Background: an optimization exercise with open tools, aiming at small area, a short achievable clock period and few clock cycles. Do not read the settings as production practice. The RTL was checked by simulation tests, not by an equivalence proof against the original design. Power and IR drop assume default switching activity.

==> inputs of 06-23 <==
==> flow/design.v <==
`timescale 1ns / 1ps
package gmdfs_pkg;
	localparam int GRID_ROWS  = 8;
	localparam int GRID_COLS  = 8;
	localparam int CELL_SLOTS = 64;
	localparam int IDX_W      = 6;
	localparam int BR_DEPTH   = CELL_SLOTS / 2;
	localparam logic CMD_LOAD = 1'b0;
	localparam logic CMD_RUN  = 1'b1;
	localparam logic [1:0] DIR_RIGHT = 2'd0;
	localparam logic [1:0] DIR_DOWN  = 2'd1;
	localparam logic [1:0] DIR_LEFT  = 2'd2;
	localparam logic [1:0] DIR_UP    = 2'd3;
endpackage
`timescale 1ns / 1ps
`timescale 1ns / 1ps
module grid_maze_dfs_path_finder (
	input  logic       clk,
	input  logic       arst_n,
	input  logic       item_valid,
	output logic       item_stall,
	input  logic       cmd,
	input  logic [2:0] cell_row,
	input  logic [2:0] cell_col,
	input  logic       blocked,
	output logic       result_valid,
	input  logic       result_stall,
	output logic       found,
	output logic [2:0] path_row,
	output logic [2:0] path_col,
	output logic       last
);
	localparam int N  = gmdfs_pkg::CELL_SLOTS;
	localparam int FD = gmdfs_pkg::BR_DEPTH - 1;    
	logic srch_q;      
	logic gw_q;        
	logic mw_q;        
	logic pend_q;      
	logic sb_q;        
	logic [5:0] x_q;
	logic [7:0] xr_q;      
	logic [7:0] xc_q;      
	logic outm_q;      
	logic miss_q;      
	logic ob_q;        
	logic [5:0] y_q;
	logic [7:0] yr_q;      
	logic [7:0] yc_q;      
	logic [N-1:0] wall_q;
	logic [N-1:0] vis_q;
	logic [1:0]   par0_q [N];
	logic [1:0]   par1_q [N];
	logic       tos_v_q;
	logic [5:0] tos_b_q;
	logic [2:0] tos_m_q;   
	logic [4:0] fp_q;
	logic [8:0] stk_q [FD];
	logic item_acc;
	logic res_acc;
	logic done;
	logic run_acc;
	logic load_acc;
	logic start;
	logic out_free;
	assign result_valid = outm_q || miss_q;
	assign found        = outm_q;
	assign path_row     = y_q[5:3];
	assign path_col     = y_q[2:0];
	assign last         = y_q == 6'd0;
	assign item_stall   = pend_q;
	assign item_acc = item_valid && !item_stall;
	assign res_acc  = result_valid && !result_stall;
	assign done     = res_acc && last;
	assign run_acc  = item_acc && cmd == gmdfs_pkg::CMD_RUN;
	assign load_acc = item_acc && cmd == gmdfs_pkg::CMD_LOAD;
	assign start    = (run_acc || pend_q) && !srch_q && !((gw_q || mw_q) && !out_free);
	assign out_free = !result_valid || done;
	logic s_cr;
	logic s_cd;
	assign s_cr = !wall_q[1];
	assign s_cd = !wall_q[8];
	logic [N-1:0] dec;
	logic [N-1:0] free;
	logic [N-1:0] f_r;
	logic [N-1:0] f_d;
	logic [N-1:0] f_l;
	logic [N-1:0] f_u;
	logic [N-1:0] nv;
	logic [1:0]   nv_dir [N];
	for (genvar k = 0; k < N; k++) begin : g_cell
		localparam int R = k / 8;
		localparam int C = k % 8;
		logic from_l;   
		logic from_r;
		logic from_u;
		logic from_d;
		assign dec[k]  = x_q == 6'(k);
		assign free[k] = !vis_q[k];
		assign f_r[k]  = (C != 7) ? free[(C != 7) ? k + 1 : k] : 1'b0;
		assign f_d[k]  = (R != 7) ? free[(R != 7) ? k + 8 : k] : 1'b0;
		assign f_l[k]  = (C != 0) ? free[(C != 0) ? k - 1 : k] : 1'b0;
		assign f_u[k]  = (R != 0) ? free[(R != 0) ? k - 8 : k] : 1'b0;
		assign from_l  = (C != 0) ? dec[(C != 0) ? k - 1 : k] : 1'b0;
		assign from_r  = (C != 7) ? dec[(C != 7) ? k + 1 : k] : 1'b0;
		assign from_u  = (R != 0) ? dec[(R != 0) ? k - 8 : k] : 1'b0;
		assign from_d  = (R != 7) ? dec[(R != 7) ? k + 8 : k] : 1'b0;
		assign nv[k]   = srch_q && free[k] && (from_l || from_r || from_u || from_d);
		assign nv_dir[k] = from_l ? gmdfs_pkg::DIR_LEFT :
			from_u ? gmdfs_pkg::DIR_UP :
			from_r ? gmdfs_pkg::DIR_RIGHT : gmdfs_pkg::DIR_DOWN;
	end
	logic c_r;
	logic c_d;
	logic c_l;
	logic c_u;
	logic any;
	logic [2:0] rem;
	logic [5:0] x_r;
	logic [5:0] x_d;
	logic [5:0] x_l;
	logic [5:0] x_u;
	logic [5:0] x_top;
	logic [7:0] rs_r;
	logic [7:0] rs_d;
	logic [7:0] rs_l;
	logic [7:0] rs_u;
	for (genvar r = 0; r < 8; r++) begin : g_rs
		assign rs_r[r] = xr_q[r] && |(xc_q & f_r[r*8 +: 8]);
		assign rs_d[r] = xr_q[r] && |(xc_q & f_d[r*8 +: 8]);
		assign rs_l[r] = xr_q[r] && |(xc_q & f_l[r*8 +: 8]);
		assign rs_u[r] = xr_q[r] && |(xc_q & f_u[r*8 +: 8]);
	end
	assign c_r = |rs_r;
	assign c_d = |rs_d;
	assign c_l = |rs_l;
	assign c_u = |rs_u;
	assign any = c_r || c_d || c_l || c_u;
	assign rem = {c_l && c_u, c_d && (c_l || c_u), c_r && (c_d || c_l || c_u)};
	assign x_r = {x_q[5:3], x_q[2:0] + 3'd1};
	assign x_d = {x_q[5:3] + 3'd1, x_q[2:0]};
	assign x_l = {x_q[5:3], x_q[2:0] - 3'd1};
	assign x_u = {x_q[5:3] - 3'd1, x_q[2:0]};
	assign x_top = c_u ? x_u : c_l ? x_l : c_d ? x_d : x_r;
	logic [5:0] t_nx;
	logic [2:0] tos_m_left;
	logic       push;
	logic       take;
	logic       pop;
	always_comb begin
		if (tos_m_q[2]) begin
			t_nx       = {tos_b_q[5:3], tos_b_q[2:0] - 3'd1};
			tos_m_left = {1'b0, tos_m_q[1:0]};
		end else if (tos_m_q[1]) begin
			t_nx       = {tos_b_q[5:3] + 3'd1, tos_b_q[2:0]};
			tos_m_left = {2'b00, tos_m_q[0]};
		end else begin
			t_nx       = {tos_b_q[5:3], tos_b_q[2:0] + 3'd1};
			tos_m_left = 3'b000;
		end
	end
	assign push = srch_q && (rem != 3'b000);
	assign take = srch_q && !any && tos_v_q;
	assign pop  = take && (tos_m_left == 3'b000);
	logic goal_nx;
	logic dead;
	logic hand_goal;
	logic hand_miss;
	logic at_67;
	logic at_76;
	logic t_goal;
	assign at_67  = xr_q[6] && xc_q[7];
	assign at_76  = xr_q[7] && xc_q[6];
	assign t_goal = (tos_b_q == 6'd55 && tos_m_q[1]) ||
		(tos_b_q == 6'd62 && tos_m_q == 3'b001);
	assign goal_nx = (at_67 && c_d && !c_l && !c_u) || (at_76 && c_r && !c_l && !c_u) ||
		(!any && tos_v_q && t_goal);
	assign dead     = !any && !tos_v_q;
	assign hand_goal = gw_q && out_free;
	assign hand_miss = mw_q && out_free;
	logic [1:0] pd;
	logic [5:0] y_par;
	logic [7:0] pr0;
	logic [7:0] pr1;
	logic [15:0] ysel;
	assign ysel = {yc_q & {8{ob_q}}, yc_q & {8{!ob_q}}};
	for (genvar r = 0; r < 8; r++) begin : g_pr
		always_comb begin
			pr0[r] = 1'b0;
			pr1[r] = 1'b0;
			for (int c = 0; c < 8; c++) begin
				pr0[r] = pr0[r] | (ysel[c] & par0_q[r*8 + c][0]) | (ysel[8 + c] & par1_q[r*8 + c][0]);
				pr1[r] = pr1[r] | (ysel[c] & par0_q[r*8 + c][1]) | (ysel[8 + c] & par1_q[r*8 + c][1]);
			end
		end
	end
	assign pd = {|(yr_q & pr1), |(yr_q & pr0)};
	logic [7:0] yr_par;
	logic [7:0] yc_par;
	always_comb begin
		case (pd)
			gmdfs_pkg::DIR_RIGHT: begin
				y_par  = {y_q[5:3], y_q[2:0] + 3'd1};
				yr_par = yr_q;
				yc_par = {yc_q[6:0], 1'b0};
			end
			gmdfs_pkg::DIR_DOWN: begin
				y_par  = {y_q[5:3] + 3'd1, y_q[2:0]};
				yr_par = {yr_q[6:0], 1'b0};
				yc_par = yc_q;
			end
			gmdfs_pkg::DIR_LEFT: begin
				y_par  = {y_q[5:3], y_q[2:0] - 3'd1};
				yr_par = yr_q;
				yc_par = {1'b0, yc_q[7:1]};
			end
			default: begin
				y_par  = {y_q[5:3] - 3'd1, y_q[2:0]};
				yr_par = {1'b0, yr_q[7:1]};
				yc_par = yc_q;
			end
		endcase
	end
	always_ff @(posedge clk or negedge arst_n) begin
		if (!arst_n) begin
			srch_q <= 1'b0;
			gw_q   <= 1'b0;
			mw_q   <= 1'b0;
			pend_q <= 1'b0;
			outm_q <= 1'b0;
			miss_q <= 1'b0;
		end else begin
			srch_q <= (start && (s_cr || s_cd)) || (srch_q && !goal_nx && !dead);
			gw_q   <= (srch_q && goal_nx) || (gw_q && !out_free);
			mw_q   <= (srch_q && dead) || (start && !s_cr && !s_cd) || (mw_q && !out_free);
			pend_q <= (pend_q || run_acc) && !start;
			outm_q <= hand_goal || (outm_q && !done);
			miss_q <= hand_miss || (miss_q && !done);
		end
	end
	logic [7:0] xr_top;
	logic [7:0] xc_top;
	logic [7:0] tr_oh;
	logic [7:0] tc_oh;
	always_comb begin
		if (c_u) begin
			xr_top = {1'b0, xr_q[7:1]};
			xc_top = xc_q;
		end else if (c_l) begin
			xr_top = xr_q;
			xc_top = {1'b0, xc_q[7:1]};
		end else if (c_d) begin
			xr_top = {xr_q[6:0], 1'b0};
			xc_top = xc_q;
		end else begin
			xr_top = xr_q;
			xc_top = {xc_q[6:0], 1'b0};
		end
	end
	assign tr_oh = 8'(1) << t_nx[5:3];
	assign tc_oh = 8'(1) << t_nx[2:0];
	always_ff @(posedge clk) begin
		if (start) begin
			x_q  <= s_cd ? 6'd8 : 6'd1;
			xr_q <= s_cd ? 8'h02 : 8'h01;
			xc_q <= s_cd ? 8'h01 : 8'h02;
		end else if (srch_q) begin
			x_q  <= any ? x_top : t_nx;
			xr_q <= any ? xr_top : tr_oh;
			xc_q <= any ? xc_top : tc_oh;
		end
	end
	always_ff @(posedge clk) begin
		if (hand_goal) begin
			y_q  <= 6'd63;
			yr_q <= 8'h80;
			yc_q <= 8'h80;
		end else if (hand_miss) begin
			y_q  <= 6'd0;
			yr_q <= 8'h01;
			yc_q <= 8'h01;
		end else if (outm_q && res_acc) begin
			y_q  <= {|(yr_par & 8'hf0), |(yr_par & 8'hcc), |(yr_par & 8'haa),
				|(yc_par & 8'hf0), |(yc_par & 8'hcc), |(yc_par & 8'haa)};
			yr_q <= yr_par;
			yc_q <= yc_par;
		end
	end
	always_ff @(posedge clk or negedge arst_n) begin
		if (!arst_n) begin
			ob_q <= 1'b0;
			sb_q <= 1'b0;
		end else if (hand_goal) begin
			ob_q <= sb_q;
			sb_q <= !sb_q;
		end
	end
	always_ff @(posedge clk or negedge arst_n) begin
		if (!arst_n) wall_q <= '0;
		else if (load_acc) wall_q[{cell_row, cell_col}] <= blocked;
	end
	always_ff @(posedge clk) begin
		if (start) vis_q <= wall_q | N'(64'h103);
		else vis_q <= vis_q | nv;
	end
	for (genvar k = 0; k < N; k++) begin : g_par
		logic       we;
		logic [1:0] wd;
		always_comb begin
			we = nv[k];
			wd = nv_dir[k];
			if (k == 1 && start) begin
				we = 1'b1;
				wd = gmdfs_pkg::DIR_LEFT;
			end else if (k == 8 && start) begin
				we = 1'b1;
				wd = gmdfs_pkg::DIR_UP;
			end
		end
		logic wb;
		if (k == 1 || k == 8) begin : g_wb
			assign wb = start ? (sb_q ^ hand_goal) : sb_q;
		end else begin : g_wb
			assign wb = sb_q;
		end
		always_ff @(posedge clk) begin
			if (we && !wb) par0_q[k] <= wd;
			if (we && wb) par1_q[k] <= wd;
		end
	end
	always_ff @(posedge clk) begin
		if (start) begin
			tos_v_q <= s_cr && s_cd;
			tos_b_q <= 6'd0;
			tos_m_q <= 3'b001;
			fp_q    <= '0;
		end else if (push) begin
			tos_v_q <= 1'b1;
			tos_b_q <= x_q;
			tos_m_q <= rem;
			if (tos_v_q) fp_q <= fp_q + 5'd1;
		end else if (take) begin
			if (!pop) begin
				tos_m_q <= tos_m_left;
			end else if (fp_q != '0) begin
				{tos_b_q, tos_m_q} <= stk_q[fp_q - 5'd1];
				fp_q <= fp_q - 5'd1;
			end else begin
				tos_v_q <= 1'b0;
			end
		end
	end
	always_ff @(posedge clk) begin
		stk_q[fp_q] <= {tos_b_q, tos_m_q};
	end
endmodule
==> flow/run.sh <==
#!/bin/bash
# synth_recipe.tcl (not shown) runs the flow's synth.tcl, then flattens the netlist and writes it again
# the make line also repeats each setting of config.mk as NAME=value (left out here)
make -C /OpenROAD-flow-scripts/flow DESIGN_CONFIG=/design/flow/config.mk WORK_HOME=/design/flow/orfs CLKGATE_MAP_FILE= SYNTH_SCRIPT=/design/flow/synth_recipe.tcl finish
==> flow/config.mk <==
export PLATFORM = sky130hd
export DESIGN_NAME = grid_maze_dfs_path_finder
export DESIGN_NICKNAME = grid_maze_dfs_path_finder
export VERILOG_FILES = /design/flow/design.v
export SDC_FILE = /design/flow/constraint.sdc
export NUM_CORES = 4
export LEC_CHECK = 0
export CAP_MARGIN = 20
export CORE_MARGIN = 2
export CORE_UTILIZATION = 40
export SETUP_SLACK_MARGIN = 4
export SLEW_MARGIN = 20
==> flow/constraint.sdc <==
create_clock -name core_clock -period 7.0 [get_ports {clk}]
set_input_delay 1.4000 -clock core_clock [delete_from_list [all_inputs] [get_ports {clk}]]
set_output_delay 1.4000 -clock core_clock [all_outputs]
set_load 0.01 [all_outputs]
==> 12-16: changes against 06-23 <==
--- a/flow/design.v
+++ b/flow/design.v
@@ -39,5 +39,5 @@
 	logic sb_q;        
-	logic [5:0] x_q;
 	logic [7:0] xr_q;      
 	logic [7:0] xc_q;      
+	logic [5:0] x_bin;     
 	logic outm_q;      
@@ -46,2 +46,4 @@
 	logic [5:0] y_q;
+	logic rv_q;        
+	logic last_q;      
 	logic [7:0] yr_q;      
@@ -64,3 +66,3 @@
 	logic out_free;
-	assign result_valid = outm_q || miss_q;
+	assign result_valid = rv_q;
 	assign found        = outm_q;
@@ -68,3 +70,3 @@
 	assign path_col     = y_q[2:0];
-	assign last         = y_q == 6'd0;
+	assign last         = last_q;
 	assign item_stall   = pend_q;
@@ -79,6 +81,8 @@
 	logic s_cd;
-	assign s_cr = !wall_q[1];
-	assign s_cd = !wall_q[8];
+	assign s_cr = !wall_q[1] && !(wall_q[2] && wall_q[9]);
+	assign s_cd = !wall_q[8] && !(wall_q[16] && wall_q[9]);
 	logic [N-1:0] dec;
 	logic [N-1:0] free;
+	logic [N-1:0] dend;
+	logic [N-1:0] okc;     
 	logic [N-1:0] f_r;
@@ -96,8 +100,14 @@
 		logic from_d;
-		assign dec[k]  = x_q == 6'(k);
+		assign dec[k]  = xr_q[R] && xc_q[C];
 		assign free[k] = !vis_q[k];
-		assign f_r[k]  = (C != 7) ? free[(C != 7) ? k + 1 : k] : 1'b0;
-		assign f_d[k]  = (R != 7) ? free[(R != 7) ? k + 8 : k] : 1'b0;
-		assign f_l[k]  = (C != 0) ? free[(C != 0) ? k - 1 : k] : 1'b0;
-		assign f_u[k]  = (R != 0) ? free[(R != 0) ? k - 8 : k] : 1'b0;
+		assign dend[k] = (k != N - 1) &&
+			((C == 7) || vis_q[(C != 7) ? k + 1 : k]) &&
+			((R == 7) || vis_q[(R != 7) ? k + 8 : k]) &&
+			((C == 0) || vis_q[(C != 0) ? k - 1 : k]) &&
+			((R == 0) || vis_q[(R != 0) ? k - 8 : k]);
+		assign okc[k]  = free[k] && !dend[k];
+		assign f_r[k]  = (C != 7) ? okc[(C != 7) ? k + 1 : k] : 1'b0;
+		assign f_d[k]  = (R != 7) ? okc[(R != 7) ? k + 8 : k] : 1'b0;
+		assign f_l[k]  = (C != 0) ? okc[(C != 0) ? k - 1 : k] : 1'b0;
+		assign f_u[k]  = (R != 0) ? okc[(R != 0) ? k - 8 : k] : 1'b0;
 		assign from_l  = (C != 0) ? dec[(C != 0) ? k - 1 : k] : 1'b0;
@@ -117,7 +127,2 @@
 	logic [2:0] rem;
-	logic [5:0] x_r;
-	logic [5:0] x_d;
-	logic [5:0] x_l;
-	logic [5:0] x_u;
-	logic [5:0] x_top;
 	logic [7:0] rs_r;
@@ -138,7 +143,4 @@
 	assign rem = {c_l && c_u, c_d && (c_l || c_u), c_r && (c_d || c_l || c_u)};
-	assign x_r = {x_q[5:3], x_q[2:0] + 3'd1};
-	assign x_d = {x_q[5:3] + 3'd1, x_q[2:0]};
-	assign x_l = {x_q[5:3], x_q[2:0] - 3'd1};
-	assign x_u = {x_q[5:3] - 3'd1, x_q[2:0]};
-	assign x_top = c_u ? x_u : c_l ? x_l : c_d ? x_d : x_r;
+	assign x_bin = {|(xr_q & 8'hf0), |(xr_q & 8'hcc), |(xr_q & 8'haa),
+		|(xc_q & 8'hf0), |(xc_q & 8'hcc), |(xc_q & 8'haa)};
 	logic [5:0] t_nx;
@@ -230,2 +232,3 @@
 			miss_q <= 1'b0;
+			rv_q   <= 1'b0;
 		end else begin
@@ -237,2 +240,3 @@
 			miss_q <= hand_miss || (miss_q && !done);
+			rv_q   <= hand_goal || hand_miss || (rv_q && !done);
 		end
@@ -262,7 +266,5 @@
 		if (start) begin
-			x_q  <= s_cd ? 6'd8 : 6'd1;
 			xr_q <= s_cd ? 8'h02 : 8'h01;
 			xc_q <= s_cd ? 8'h01 : 8'h02;
-		end else if (srch_q) begin
-			x_q  <= any ? x_top : t_nx;
+		end else begin
 			xr_q <= any ? xr_top : tr_oh;
@@ -274,2 +276,3 @@
 			y_q  <= 6'd63;
+			last_q <= 1'b0;
 			yr_q <= 8'h80;
@@ -278,2 +281,3 @@
 			y_q  <= 6'd0;
+			last_q <= 1'b1;
 			yr_q <= 8'h01;
@@ -284,2 +288,3 @@
 			yr_q <= yr_par;
+			last_q <= yr_par[0] && yc_par[0];
 			yc_q <= yc_par;
@@ -337,3 +342,3 @@
 			tos_v_q <= 1'b1;
-			tos_b_q <= x_q;
+			tos_b_q <= x_bin;
 			tos_m_q <= rem;
--- a/flow/config.mk
+++ b/flow/config.mk
@@ -9,3 +9,3 @@
 export CORE_MARGIN = 2
-export CORE_UTILIZATION = 40
+export CORE_UTILIZATION = 35
 export SETUP_SLACK_MARGIN = 4
==> 05-24: changes against 06-23 <==
--- a/flow/design.v
+++ b/flow/design.v
@@ -83,2 +83,4 @@
 	logic [N-1:0] free;
+	logic [N-1:0] dend;
+	logic [N-1:0] okc;     
 	logic [N-1:0] f_r;
@@ -98,6 +100,12 @@
 		assign free[k] = !vis_q[k];
-		assign f_r[k]  = (C != 7) ? free[(C != 7) ? k + 1 : k] : 1'b0;
-		assign f_d[k]  = (R != 7) ? free[(R != 7) ? k + 8 : k] : 1'b0;
-		assign f_l[k]  = (C != 0) ? free[(C != 0) ? k - 1 : k] : 1'b0;
-		assign f_u[k]  = (R != 0) ? free[(R != 0) ? k - 8 : k] : 1'b0;
+		assign dend[k] = (k != N - 1) &&
+			((C == 7) || vis_q[(C != 7) ? k + 1 : k]) &&
+			((R == 7) || vis_q[(R != 7) ? k + 8 : k]) &&
+			((C == 0) || vis_q[(C != 0) ? k - 1 : k]) &&
+			((R == 0) || vis_q[(R != 0) ? k - 8 : k]);
+		assign okc[k]  = free[k] && !dend[k];
+		assign f_r[k]  = (C != 7) ? okc[(C != 7) ? k + 1 : k] : 1'b0;
+		assign f_d[k]  = (R != 7) ? okc[(R != 7) ? k + 8 : k] : 1'b0;
+		assign f_l[k]  = (C != 0) ? okc[(C != 0) ? k - 1 : k] : 1'b0;
+		assign f_u[k]  = (R != 0) ? okc[(R != 0) ? k - 8 : k] : 1'b0;
 		assign from_l  = (C != 0) ? dec[(C != 0) ? k - 1 : k] : 1'b0;
--- a/flow/config.mk
+++ b/flow/config.mk
@@ -9,4 +9,4 @@
 export CORE_MARGIN = 2
-export CORE_UTILIZATION = 40
-export SETUP_SLACK_MARGIN = 4
+export CORE_UTILIZATION = 55
+export SETUP_SLACK_MARGIN = 4.5
 export SLEW_MARGIN = 20
==> reports/qor.csv <==
metric,value,unit
status,no timing/DRC/antenna violations,
Synth async-reset ratio,0.0977,
insertion delay of the later-clocked pin in the worst-skew pair,0.64,ns
Signal buf overhead,0.0558,
Hold EP,miss_q$_DFF_PN0_,
sequential area share after synthesis,0.635,
Critical path origin,xc_q[3]$_SDFFCE_PP0P_,
WL met1,42400,um
GRT met3 Usage,0.0730,
sequential share of power,0.334,
wire length on met3,13100,um
clock-pin slew on the worst setup and hold paths,0.07,ns
Source of the figures above: 06-23

==> reports/qor.csv <==
metric,value,unit
status,no timing/DRC/antenna violations,
Critical path origin,vis_q[43]$_DFF_P_,
sequential share of power,0.334,
Hold EP,vis_q[58]$_DFF_P_,
WL met1,47100,um
GRT met3 Usage,0.127,
wire length on met3,17200,um
sequential area share after synthesis,0.620,
met2 GRT Util,0.541,
Synth async-reset ratio,0.0977,
Signal buf overhead,0.0818,
insertion delay of the later-clocked pin in the worst-skew pair,0.65,ns
Source of the figures above: 05-24

==> reports/qor.csv <==
metric,value,unit
status,no timing/DRC/antenna violations,
clock-pin slew on the worst setup and hold paths,0.06,ns
Hold EP,vis_q[13]$_DFF_P_,
Critical path origin,yc_q[3]$_SDFFE_PP0P_,
insertion delay of the later-clocked pin in the worst-skew pair,0.65,ns
WL met1,43300,um
Synth async-reset ratio,0.0983,
Synth Flop Type,edfxtp_1,
Signal buf overhead,0.0533,
sequential share of power,0.477,
sequential area share after synthesis,0.616,
GRT met3 Usage,0.0579,
Source of the figures above: 12-16

Testbench counts of 06-23, summed over its fixed seeds: cycles 20,045.
Testbench counts of 12-16, summed over its fixed seeds: cycles 18,071.
Testbench counts of 05-24, summed over its fixed seeds: cycles 18,089.

## static timing again, ports no longer ideal
No port has a modelled driver above. Below, the same layouts with a new extraction and two added sets of constraints.
Step 1 (the two cells are an assumption about what drives the block):
set clk [get_ports {clk}]
set_driving_cell -lib_cell sky130_fd_sc_hd__clkbuf_16 $clk
set_driving_cell -lib_cell sky130_fd_sc_hd__buf_2 [delete_from_list [all_inputs] $clk]
Step 2 adds t to the input delays and takes it off the output delays; t is the mean of the earliest and latest rising clock arrival at the registers after step 1. Input paths then give back, and output paths get back, about the clock's delay inside the block.
Three values: no drivers, after step 1, after step 2; two values: the first two.
run | t (ns) | setup slack, ns | cell pins on the clock port's net
06-23 | 0.697 | 3.591 / 3.591 / 3.434 | 1
12-16 | 0.705 | 3.854 / 3.854 / 3.411 | 1
05-24 | 0.697 | 3.806 / 3.806 / 3.647 | 1
After both steps every run listed still meets setup and hold. For 12-16, which loses most, drivers alone change the setup slack by 0.000 ns; drivers and shift together by -0.443 ns.
